Context: an optimization exercise on an open-source flow, tuned for small area, a short achievable clock period and few clock cycles. The choices shown serve that exercise and are no tape-out recipe. Function was checked by simulation only, so behaviour that the tests miss may differ from the original. Power is estimated from default activity; no workload was simulated.

==> build 15: inputs <==
==> flow/design.v <==
package ccl_frame_pkg;
    localparam int img_width  = 16;      
    localparam int img_height = 16;      
    localparam int coord_w = 4;
    typedef logic [coord_w-1:0] coord_t;
endpackage
package ccl_region_pkg;
    localparam int max_labels = 31;      
    localparam int label_w    = 5;
    typedef logic [label_w-1:0] label_t;     
    typedef logic [8:0]  area_t;         
    typedef logic [12:0] sum_t;          
    localparam int frac_bits = 5;
    typedef logic [8:0] centroid_t;
endpackage
`timescale 1ns/1ps
module frame_timing (
    input  logic                  clk,
    input  logic                  reset,
    input  logic                  img_vsync,
    input  logic                  img_href,
    input  logic                  img_bit,
    output logic                  rst_q,
    output logic                  pix_valid,
    output logic                  pix_bit,
    output ccl_frame_pkg::coord_t pix_x,
    output ccl_frame_pkg::coord_t pix_y,
    output logic                  frame_start,
    output logic                  frame_end
);
    logic vsync_q;
    logic vsync_qq;
    logic href_q;
    always_ff @(posedge clk) begin
        rst_q    <= reset;
        vsync_q  <= img_vsync;
        href_q   <= img_href;
        pix_bit  <= img_bit;
        vsync_qq <= vsync_q;
    end
    assign pix_valid   = vsync_q & href_q;
    assign frame_start = vsync_q & ~vsync_qq;
    assign frame_end   = vsync_qq & ~vsync_q;
    always_ff @(posedge clk) begin
        if (pix_valid)
            pix_x <= pix_x + 1'b1;
        else
            pix_x <= '0;
        if (!vsync_q)
            pix_y <= '0;
        else if (pix_valid && pix_x == 4'd15)
            pix_y <= pix_y + 1'b1;
    end
endmodule
`timescale 1ns/1ps
module line_label_buffer (
    input  logic                   clk,
    input  logic                   shift,
    input  ccl_region_pkg::label_t din,
    output ccl_region_pkg::label_t left,
    output ccl_region_pkg::label_t up_right2,
    output ccl_region_pkg::label_t up_right,
    output ccl_region_pkg::label_t up
);
    ccl_region_pkg::label_t sr [16];
    always_ff @(posedge clk) begin
        if (shift) begin
            sr[0] <= din;
            for (int i = 1; i < 16; i++)
                sr[i] <= sr[i-1];
        end
    end
    assign left      = sr[0];
    assign up_right2 = sr[13];
    assign up_right  = sr[14];
    assign up        = sr[15];
endmodule
`timescale 1ns/1ps
module label_assigner (
    input  logic                   clk,
    input  logic                   pix_valid,
    input  logic                   pix_bit,
    input  ccl_frame_pkg::coord_t  pix_x,
    input  ccl_frame_pkg::coord_t  pix_y,
    input  logic                   frame_start,
    output ccl_region_pkg::label_t cur_label,
    output logic                   need_new,    
    output ccl_region_pkg::label_t n_labels     
);
    ccl_region_pkg::label_t left_raw, ur_raw, up_raw, ur2_raw;
    ccl_region_pkg::label_t left_n;
    ccl_region_pkg::label_t above_q;        
    ccl_region_pkg::label_t above_next;
    ccl_region_pkg::label_t best;
    ccl_region_pkg::label_t fresh;          
    logic                   exhausted;      
    logic                   last_col, next_ul_out, next_ur_out, next_top;
    function automatic logic [4:0] min_nz(input logic [4:0] a, input logic [4:0] b);
        if (a == 5'd0)
            min_nz = b;
        else if (b == 5'd0)
            min_nz = a;
        else
            min_nz = (a < b) ? a : b;
    endfunction
    line_label_buffer line_label_buffer_inst (
        .clk       (clk),
        .shift     (pix_valid),
        .din       (cur_label),
        .left      (left_raw),
        .up_right2 (ur2_raw),
        .up_right  (ur_raw),
        .up        (up_raw)
    );
    always_comb begin
        last_col    = (pix_x == 4'd15);
        next_ul_out = last_col;                     
        next_ur_out = (pix_x == 4'd14);             
        next_top    = (pix_y == 4'd0) && !last_col;
        above_next  = min_nz(min_nz(next_ul_out ? 5'd0 : up_raw, ur_raw),
                             next_ur_out ? 5'd0 : ur2_raw);
        if (next_top)
            above_next = 5'd0;
    end
    always_ff @(posedge clk) begin
        if (pix_valid)
            above_q <= above_next;
        else if (pix_y == 4'd0)
            above_q <= 5'd0;                        
    end
    always_comb begin
        left_n   = (pix_x == 4'd0) ? 5'd0 : left_raw;
        best     = min_nz(left_n, above_q);
        need_new = pix_bit && (best == 5'd0) && !exhausted;
        if (!pix_bit)
            cur_label = 5'd0;
        else if (best != 5'd0)
            cur_label = best;
        else if (!exhausted)
            cur_label = fresh;
        else
            cur_label = 5'd0;            
    end
    always_ff @(posedge clk) begin
        if (frame_start) begin
            n_labels  <= 5'd0;
            fresh     <= 5'd1;
            exhausted <= 1'b0;
        end else if (pix_valid && need_new) begin
            n_labels  <= fresh;
            fresh     <= fresh + 1'b1;
            exhausted <= (fresh == 5'd31);
        end
    end
endmodule
`timescale 1ns/1ps
module region_accumulator (
    input  logic                   clk,
    input  logic                   acc_en,
    input  logic                   acc_new,     
    input  logic [31:1]            sel,         
    input  ccl_frame_pkg::coord_t  acc_x,
    input  ccl_frame_pkg::coord_t  acc_y,
    output logic [8:0]             area_rd,
    output logic [10:0]            sum_x_rd,
    output logic [10:0]            sum_y_rd
);
    logic [31:1][29:0] mem;
    logic [29:0]       rd;
    logic [29:0]       base;
    logic [29:0]       wdata;
    always_comb begin
        rd = '0;
        for (int i = 1; i < 32; i++)
            rd = rd | (mem[i] & {30{sel[i]}});
    end
    assign area_rd  = {rd[29:22] == 8'd0, rd[29:22]};
    assign sum_x_rd = rd[21:11];
    assign sum_y_rd = rd[10:0];
    assign base  = acc_new ? 30'd0 : rd;
    assign wdata = {base[29:22] + 8'd1,
                    base[21:11] + {7'd0, acc_x},
                    base[10:0]  + {7'd0, acc_y}};
    always_ff @(posedge clk) begin
        for (int i = 1; i < 32; i++)
            if (acc_en && sel[i])
                mem[i] <= wdata;
    end
endmodule
`timescale 1ns/1ps
module div_stage #(
    parameter int N = 3
) (
    input  logic [7:0] r_in,
    input  logic [8:0] nb_in,       
    input  logic [8:0] q_in,
    input  logic [8:0] a,
    output logic [7:0] r_out,
    output logic [8:0] nb_out,
    output logic [8:0] q_out
);
    logic [8:0] t  [N+1];
    logic [9:0] d  [N+1];
    logic [7:0] r  [N+1];
    logic [8:0] nb [N+1];
    logic [8:0] q  [N+1];
    always_comb begin
        r[0]  = r_in;
        nb[0] = nb_in;
        q[0]  = q_in;
        for (int i = 0; i < N; i++) begin
            t[i]    = {r[i], nb[i][8]};
            d[i]    = {1'b0, t[i]} - {1'b0, a};
            nb[i+1] = {nb[i][7:0], 1'b0};
            if (!d[i][9]) begin
                r[i+1] = d[i][7:0];
                q[i+1] = {q[i][7:0], 1'b1};
            end else begin
                r[i+1] = t[i][7:0];
                q[i+1] = {q[i][7:0], 1'b0};
            end
        end
        r_out  = r[N];
        nb_out = nb[N];
        q_out  = q[N];
    end
endmodule
module centroid_reporter #(
    parameter int K1 = 1,
    parameter int K2 = 3,
    parameter int K3 = 3,
    parameter int K4 = 2
) (
    input  logic                      clk,
    input  logic                      rst,
    input  logic                      go,           
    input  logic                      phase,        
    input  logic                      single,       
    input  logic                      empty_done,   
    input  ccl_region_pkg::label_t    n_labels,
    input  logic [8:0]                area_in,
    input  logic [10:0]               sum_x_in,
    input  logic [10:0]               sum_y_in,
    output logic                      region_valid,
    output ccl_region_pkg::label_t    region_label,
    output ccl_region_pkg::area_t     region_area,
    output ccl_region_pkg::centroid_t centroid_x,
    output ccl_region_pkg::centroid_t centroid_y,
    output logic                      report_done
);
    logic [10:0] s_in;
    logic [7:0]  r0, r1, r2, r3, r4;
    logic [8:0]  nb0, nb1, nb2, nb3, nb4;
    logic [8:0]  q1, q2, q3, q4;
    logic [7:0]  r1_q, r2_q, r3_q;
    logic [8:0]  nb1_q, nb2_q, nb3_q;
    logic [8:0]  q1_q, q2_q, q3_q;
    logic [8:0]  a1_q, a2_q, a3_q;
    logic        v1_q, v2_q, v3_q;
    logic        y1_q, y2_q, y3_q;          
    logic        b1_q, b2_q, b3_q;          
    logic        out_x, out_y;
    ccl_region_pkg::label_t next_label;
    assign s_in = phase ? sum_y_in : sum_x_in;
    assign r0  = {1'b0, s_in[10:4]};
    assign nb0 = {s_in[3:0], 5'd0};
    div_stage #(.N(K1)) st1 (.r_in(r0),   .nb_in(nb0),   .q_in(9'd0), .a(area_in),
                             .r_out(r1),  .nb_out(nb1),  .q_out(q1));
    div_stage #(.N(K2)) st2 (.r_in(r1_q), .nb_in(nb1_q), .q_in(q1_q), .a(a1_q),
                             .r_out(r2),  .nb_out(nb2),  .q_out(q2));
    div_stage #(.N(K3)) st3 (.r_in(r2_q), .nb_in(nb2_q), .q_in(q2_q), .a(a2_q),
                             .r_out(r3),  .nb_out(nb3),  .q_out(q3));
    div_stage #(.N(K4)) st4 (.r_in(r3_q), .nb_in(nb3_q), .q_in(q3_q), .a(a3_q),
                             .r_out(r4),  .nb_out(nb4),  .q_out(q4));
    always_ff @(posedge clk) begin
        r1_q  <= r1;
        nb1_q <= nb1;
        q1_q  <= q1;
        a1_q  <= single ? {1'b0, sum_x_in[3:0], sum_y_in[3:0]} : area_in;
        y1_q  <= phase || single;
        b1_q  <= single;
        b2_q  <= b1_q;
        b3_q  <= b2_q;
        r2_q  <= r2;
        nb2_q <= nb2;
        q2_q  <= q2;
        a2_q  <= a1_q;
        y2_q  <= y1_q;
        r3_q  <= r3;
        nb3_q <= nb3;
        q3_q  <= q3;
        a3_q  <= a2_q;
        y3_q  <= y2_q;
    end
    assign next_label = region_label + 1'b1;
    assign out_x      = (v3_q && !y3_q) || b3_q;
    assign out_y      = v3_q && y3_q;
    always_ff @(posedge clk) begin
        if (rst) begin
            v1_q         <= 1'b0;
            v2_q         <= 1'b0;
            v3_q         <= 1'b0;
            region_valid <= 1'b0;
            report_done  <= 1'b0;
            region_label <= '0;
        end else begin
            v1_q <= go;
            v2_q <= v1_q;
            v3_q <= v2_q;
            region_valid <= out_y;
            report_done  <= (out_y && next_label == n_labels) || empty_done;
            if (out_y)
                region_label <= next_label;
            else if (report_done)
                region_label <= '0;
        end
    end
    always_ff @(posedge clk) begin
        if (out_x)
            centroid_x <= b3_q ? {a3_q[7:4], 5'd0} : q4;
        centroid_y  <= b3_q ? {a3_q[3:0], 5'd0} : q4;
        region_area <= b3_q ? 9'd1 : a3_q;
    end
endmodule
`timescale 1ns/1ps
module ccl_centroid (
    input  logic                      clk,
    input  logic                      reset,
    input  logic                      img_vsync,
    input  logic                      img_href,
    input  logic                      img_bit,
    output logic                      region_valid,
    output ccl_region_pkg::label_t    region_label,
    output ccl_region_pkg::area_t     region_area,
    output ccl_region_pkg::centroid_t centroid_x,
    output ccl_region_pkg::centroid_t centroid_y,
    output logic                      report_done
);
    logic                   rst_q;
    logic                   pix_valid;
    logic                   pix_bit;
    ccl_frame_pkg::coord_t  pix_x;
    ccl_frame_pkg::coord_t  pix_y;
    logic                   frame_start;
    logic                   frame_end;
    ccl_region_pkg::label_t cur_label;
    logic                   need_new;
    ccl_region_pkg::label_t n_labels;
    logic                   acc_en;
    logic                   acc_new;
    ccl_frame_pkg::coord_t  acc_x;
    ccl_frame_pkg::coord_t  acc_y;
    ccl_region_pkg::label_t addr;       
    logic [31:1]            sel;        
    logic                   busy;
    logic                   phase;
    logic                   go;
    logic                   single;     
    logic                   advance;    
    logic                   empty_done;
    logic [8:0]             area_rd;
    logic [10:0]            sum_x_rd;
    logic [10:0]            sum_y_rd;
    frame_timing frame_timing_inst (
        .clk         (clk),
        .reset       (reset),
        .img_vsync   (img_vsync),
        .img_href    (img_href),
        .img_bit     (img_bit),
        .rst_q       (rst_q),
        .pix_valid   (pix_valid),
        .pix_bit     (pix_bit),
        .pix_x       (pix_x),
        .pix_y       (pix_y),
        .frame_start (frame_start),
        .frame_end   (frame_end)
    );
    label_assigner label_assigner_inst (
        .clk         (clk),
        .pix_valid   (pix_valid),
        .pix_bit     (pix_bit),
        .pix_x       (pix_x),
        .pix_y       (pix_y),
        .frame_start (frame_start),
        .cur_label   (cur_label),
        .need_new    (need_new),
        .n_labels    (n_labels)
    );
    assign go         = busy || (frame_end && n_labels != 5'd0);
    assign single     = !phase && area_rd == 9'd1;
    assign advance    = phase || single;
    assign empty_done = frame_end && n_labels == 5'd0;
    always_ff @(posedge clk) begin
        if (rst_q) begin
            busy  <= 1'b0;
            phase <= 1'b0;
        end else if (go) begin
            phase <= ~advance;
            busy  <= ~(advance && addr == n_labels);
        end
    end
    always_ff @(posedge clk) begin
        acc_en  <= pix_valid;
        acc_new <= pix_valid && need_new;
        acc_x   <= pix_x;
        acc_y   <= pix_y;
        if (pix_valid)
            addr <= cur_label;
        else if (go)
            addr <= advance ? addr + 1'b1 : addr;
        else
            addr <= 5'd1;
    end
    always_comb begin
        for (int i = 1; i < 32; i++)
            sel[i] = (addr == 5'(i));
    end
    region_accumulator region_accumulator_inst (
        .clk      (clk),
        .acc_en   (acc_en),
        .acc_new  (acc_new),
        .sel      (sel),
        .acc_x    (acc_x),
        .acc_y    (acc_y),
        .area_rd  (area_rd),
        .sum_x_rd (sum_x_rd),
        .sum_y_rd (sum_y_rd)
    );
    centroid_reporter centroid_reporter_inst (
        .clk          (clk),
        .rst          (rst_q),
        .go           (go),
        .phase        (phase),
        .single       (single),
        .empty_done   (empty_done),
        .n_labels     (n_labels),
        .area_in      (area_rd),
        .sum_x_in     (sum_x_rd),
        .sum_y_in     (sum_y_rd),
        .region_valid (region_valid),
        .region_label (region_label),
        .region_area  (region_area),
        .centroid_x   (centroid_x),
        .centroid_y   (centroid_y),
        .report_done  (report_done)
    );
endmodule
==> flow/flow/run.sh <==
#!/bin/bash
# Standard ORFS layout, except that the port buffers are buf_4 cells rather
# than the delay buffers buffer_ports picks by default.
set -euo pipefail
bash standard.sh BUFFER_PORTS_ARGS="-buffer_cell sky130_fd_sc_hd__buf_4" finish > flow_make.log 2>&1
==> flow/standard.sh <==
#!/bin/bash
# synth_recipe.tcl (not shown) runs the flow's synth.tcl, then flattens the netlist and writes it again
# the make line also repeats each setting of config.mk as NAME=value (left out here)
make -C /OpenROAD-flow-scripts/flow DESIGN_CONFIG=/design/flow/config.mk WORK_HOME=/design/flow/orfs CLKGATE_MAP_FILE= SYNTH_SCRIPT=/design/flow/synth_recipe.tcl "${@:-finish}"
==> flow/config.mk <==
export PLATFORM = sky130hd
export DESIGN_NAME = ccl_centroid
export DESIGN_NICKNAME = ccl_centroid
export VERILOG_FILES = /design/flow/design.v
export SDC_FILE = /design/flow/constraint.sdc
export NUM_CORES = 4
export LEC_CHECK = 0
export CAP_MARGIN = 20
export CORE_MARGIN = 2
export CORE_UTILIZATION = 60
export CTS_CLUSTER_DIAMETER = 120
export CTS_CLUSTER_SIZE = 28
export SLEW_MARGIN = 20
==> flow/constraint.sdc <==
create_clock -name core_clock -period 34.0 [get_ports {clk}]
set_input_delay 6.8000 -clock core_clock [delete_from_list [all_inputs] [get_ports {clk}]]
set_output_delay 6.8000 -clock core_clock [all_outputs]
set_load 0.01 [all_outputs]
==> build 6: changes against build 15 <==
==> flow/design.v, changed modules only <==
module frame_timing (
    input  logic                  clk,
    input  logic                  reset,
    input  logic                  img_vsync,
    input  logic                  img_href,
    input  logic                  img_bit,
    output logic                  rst_q,
    output logic                  pix_valid,
    output logic                  pix_bit,
    output ccl_frame_pkg::coord_t pix_x,
    output ccl_frame_pkg::coord_t pix_y,
    output logic                  frame_start,
    output logic                  frame_end
);
    logic vsync_q;
    always_ff @(posedge clk)
        vsync_q <= img_vsync;
    assign rst_q       = reset;
    assign pix_bit     = img_bit;
    assign pix_valid   = img_vsync & img_href;
    assign frame_start = img_vsync & ~vsync_q;
    assign frame_end   = vsync_q & ~img_vsync;
    always_ff @(posedge clk) begin
        if (pix_valid)
            pix_x <= pix_x + 1'b1;
        else
            pix_x <= '0;
        if (!img_vsync)
            pix_y <= '0;
        else if (pix_valid && pix_x == 4'd15)
            pix_y <= pix_y + 1'b1;
    end
endmodule
module centroid_reporter #(
    parameter int K1 = 1,
    parameter int K2 = 3,
    parameter int K3 = 3,
    parameter int K4 = 2
) (
    input  logic                      clk,
    input  logic                      rst,
    input  logic                      go,           
    input  logic                      phase,        
    input  logic                      single,       
    input  logic                      empty_done,   
    input  ccl_region_pkg::label_t    n_labels,
    input  logic [8:0]                area_in,
    input  logic [10:0]               sum_x_in,
    input  logic [10:0]               sum_y_in,
    output logic                      region_valid,
    output ccl_region_pkg::label_t    region_label,
    output ccl_region_pkg::area_t     region_area,
    output ccl_region_pkg::centroid_t centroid_x,
    output ccl_region_pkg::centroid_t centroid_y,
    output logic                      report_done
);
    logic [10:0] s_in;
    logic [7:0]  r0, r1, r2, r3, r4;
    logic [8:0]  nb0, nb1, nb2, nb3, nb4;
    logic [8:0]  q1, q2, q3, q4;
    logic [7:0]  r1_q, r2_q, r3_q;
    logic [8:0]  nb1_q, nb2_q, nb3_q;
    logic [8:0]  q1_q, q2_q, q3_q;
    logic [8:0]  a1_q, a2_q, a3_q;
    logic        v1_q, v2_q, v3_q;
    logic        y1_q, y2_q, y3_q;          
    logic        b1_q, b2_q, b3_q;          
    logic        out_x, out_y;
    ccl_region_pkg::label_t n_done;         
    ccl_region_pkg::label_t next_label;
    assign s_in = phase ? sum_y_in : sum_x_in;
    assign r0  = {1'b0, s_in[10:4]};
    assign nb0 = {s_in[3:0], 5'd0};
    div_stage #(.N(K1)) st1 (.r_in(r0),   .nb_in(nb0),   .q_in(9'd0), .a(area_in),
                             .r_out(r1),  .nb_out(nb1),  .q_out(q1));
    div_stage #(.N(K2)) st2 (.r_in(r1_q), .nb_in(nb1_q), .q_in(q1_q), .a(a1_q),
                             .r_out(r2),  .nb_out(nb2),  .q_out(q2));
    div_stage #(.N(K3)) st3 (.r_in(r2_q), .nb_in(nb2_q), .q_in(q2_q), .a(a2_q),
                             .r_out(r3),  .nb_out(nb3),  .q_out(q3));
    div_stage #(.N(K4)) st4 (.r_in(r3_q), .nb_in(nb3_q), .q_in(q3_q), .a(a3_q),
                             .r_out(r4),  .nb_out(nb4),  .q_out(q4));
    always_ff @(posedge clk) begin
        r1_q  <= r1;
        nb1_q <= nb1;
        q1_q  <= q1;
        a1_q  <= single ? {1'b0, sum_x_in[3:0], sum_y_in[3:0]} : area_in;
        y1_q  <= phase || single;
        b1_q  <= single;
        b2_q  <= b1_q;
        b3_q  <= b2_q;
        r2_q  <= r2;
        nb2_q <= nb2;
        q2_q  <= q2;
        a2_q  <= a1_q;
        y2_q  <= y1_q;
        r3_q  <= r3;
        nb3_q <= nb3;
        q3_q  <= q3;
        a3_q  <= a2_q;
        y3_q  <= y2_q;
    end
    assign next_label = n_done + 1'b1;
    assign out_x      = (v3_q && !y3_q) || b3_q;
    assign out_y      = v3_q && y3_q;
    always_ff @(posedge clk) begin
        if (rst) begin
            v1_q         <= 1'b0;
            v2_q         <= 1'b0;
            v3_q         <= 1'b0;
            region_valid <= 1'b0;
            report_done  <= 1'b0;
            n_done       <= '0;
        end else begin
            v1_q <= go;
            v2_q <= v1_q;
            v3_q <= v2_q;
            region_valid <= out_y;
            report_done  <= (out_y && next_label == n_labels) || empty_done;
            if (out_y)
                n_done <= next_label;
            else if (report_done)
                n_done <= '0;
        end
    end
    always_ff @(posedge clk) begin
        if (out_x)
            centroid_x <= b3_q ? {a3_q[7:4], 5'd0} : q4;
        centroid_y  <= b3_q ? {a3_q[3:0], 5'd0} : q4;
        region_area <= b3_q ? 9'd1 : a3_q;
        region_label <= next_label;
    end
endmodule
CORE_UTILIZATION = 40   (was 60)
CTS_CLUSTER_DIAMETER = 130   (was 120)
==> summary.txt <==
- The run finished with no timing, DRC or antenna violations.
- In the routed layout, each cell is associated on average with a via count of 6.13.
- Post-placement worst setup slack: 25.41 ns
- Switching power as a share of total power: 36.0%
- Min Tclk post-route: 8.03 ns
* Clock-pin slew reported for the worst setup and hold paths after clock tree synthesis: 0.11 ns
- Hold Path Origin: centroid_reporter_inst.q1_q[0]
- Cell count after placement: 4578
- After layout, the design draws a total of 4.56 mW.
- For this design the ratio of total power to cell area is 89.4 nW/um^2.
- Measured along the y axis, the die boundary spans 347 um.
* Xor-xnor portion of the synthesized cell area: 1.42%
* Ranking of synthesized cells by instance count: 1029 x sky130_fd_sc_hd__edfxtp_1, 203 x sky130_fd_sc_hd__a22oi_1, 137 x sky130_fd_sc_hd__dfxtp_1, 137 x sky130_fd_sc_hd__nand2_1, 112 x sky130_fd_sc_hd__inv_1
* Post-synthesis cell count: 3060
- In this run the standard cell core region covers 116000 sq um.
Source of the figures above: build 6

==> summary.txt <==
- Synthesis produced a netlist whose cell count is 3017.
* Biggest area consumer among synthesized cells: sky130_fd_sc_hd__edfxtp_1
* Clock-pin slew reported for the worst setup and hold paths after clock tree synthesis: 0.10 ns
* Ranking of synthesized cells by instance count: 1029 x sky130_fd_sc_hd__edfxtp_1, 189 x sky130_fd_sc_hd__a22oi_1, 136 x sky130_fd_sc_hd__dfxtp_1, 125 x sky130_fd_sc_hd__nand2_1, 114 x sky130_fd_sc_hd__nor2_1
- PD cells: 90.0 nW/um^2
* Post-placement worst setup slack: 26.41 ns
- After detailed routing, the number of vias per cell comes to 6.95.
- Measured on the finished design, the core utilization comes to 64.9%.
- The flow ran to the end and the layout has no timing, DRC or antenna violations.
* Timing endpoint of the critical path: region_label[0]
- Net switching is 35.6% of the power.
- The critical path starts at centroid_reporter_inst.region_label[0].
- In this run the vertical extent of the chip is 283 um.
- Post-CTS setup repair buffer count: 0
- The synthesized netlist devotes 1.45% of its cell area to XOR and XNOR gates.
* Total of clock buffers placed in the layout: 62
- The completed layout was analyzed and its total power is 4.50 mW.
- Yosys attributes the largest share of cell area to sky130_fd_sc_hd__edfxtp_1 66%, sky130_fd_sc_hd__dfxtp_1 5.8%, sky130_fd_sc_hd__a22oi_1 3.0%.
Source of the figures above: build 15

Testbench counts of build 15, summed over its fixed seeds: cycles 56,369.
Testbench counts of build 6, summed over its fixed seeds: cycles 56,177.

-- static timing again, ports no longer ideal --
In the flow no input, the clock included, has a driving cell. The finished layouts below were timed again as built, in two steps. Step 1, drivers: a clkbuf_16 drives clk and a buf_2 each remaining input, both assumed. Step 2 moves the port delays by t, midway between the first and last clock arrival at a register: inputs arrive t later, outputs are due t later. That takes back most of the time a late clock gives input paths. Slacks: no drivers / after step 1 / after step 2; pairs: no drivers / after step 1.
run	shift t [ns]	setup slack, ns	worst data-port slew with drivers (ns)
build 15	0.717	25.941 / 25.872 / 26.193	0.03
build 6	0.734	25.972 / 25.905 / 25.443	0.06
After both steps every run listed still meets setup and hold. For build 6, which loses most, drivers alone change the setup slack by -0.067 ns; drivers and shift together by -0.529 ns.
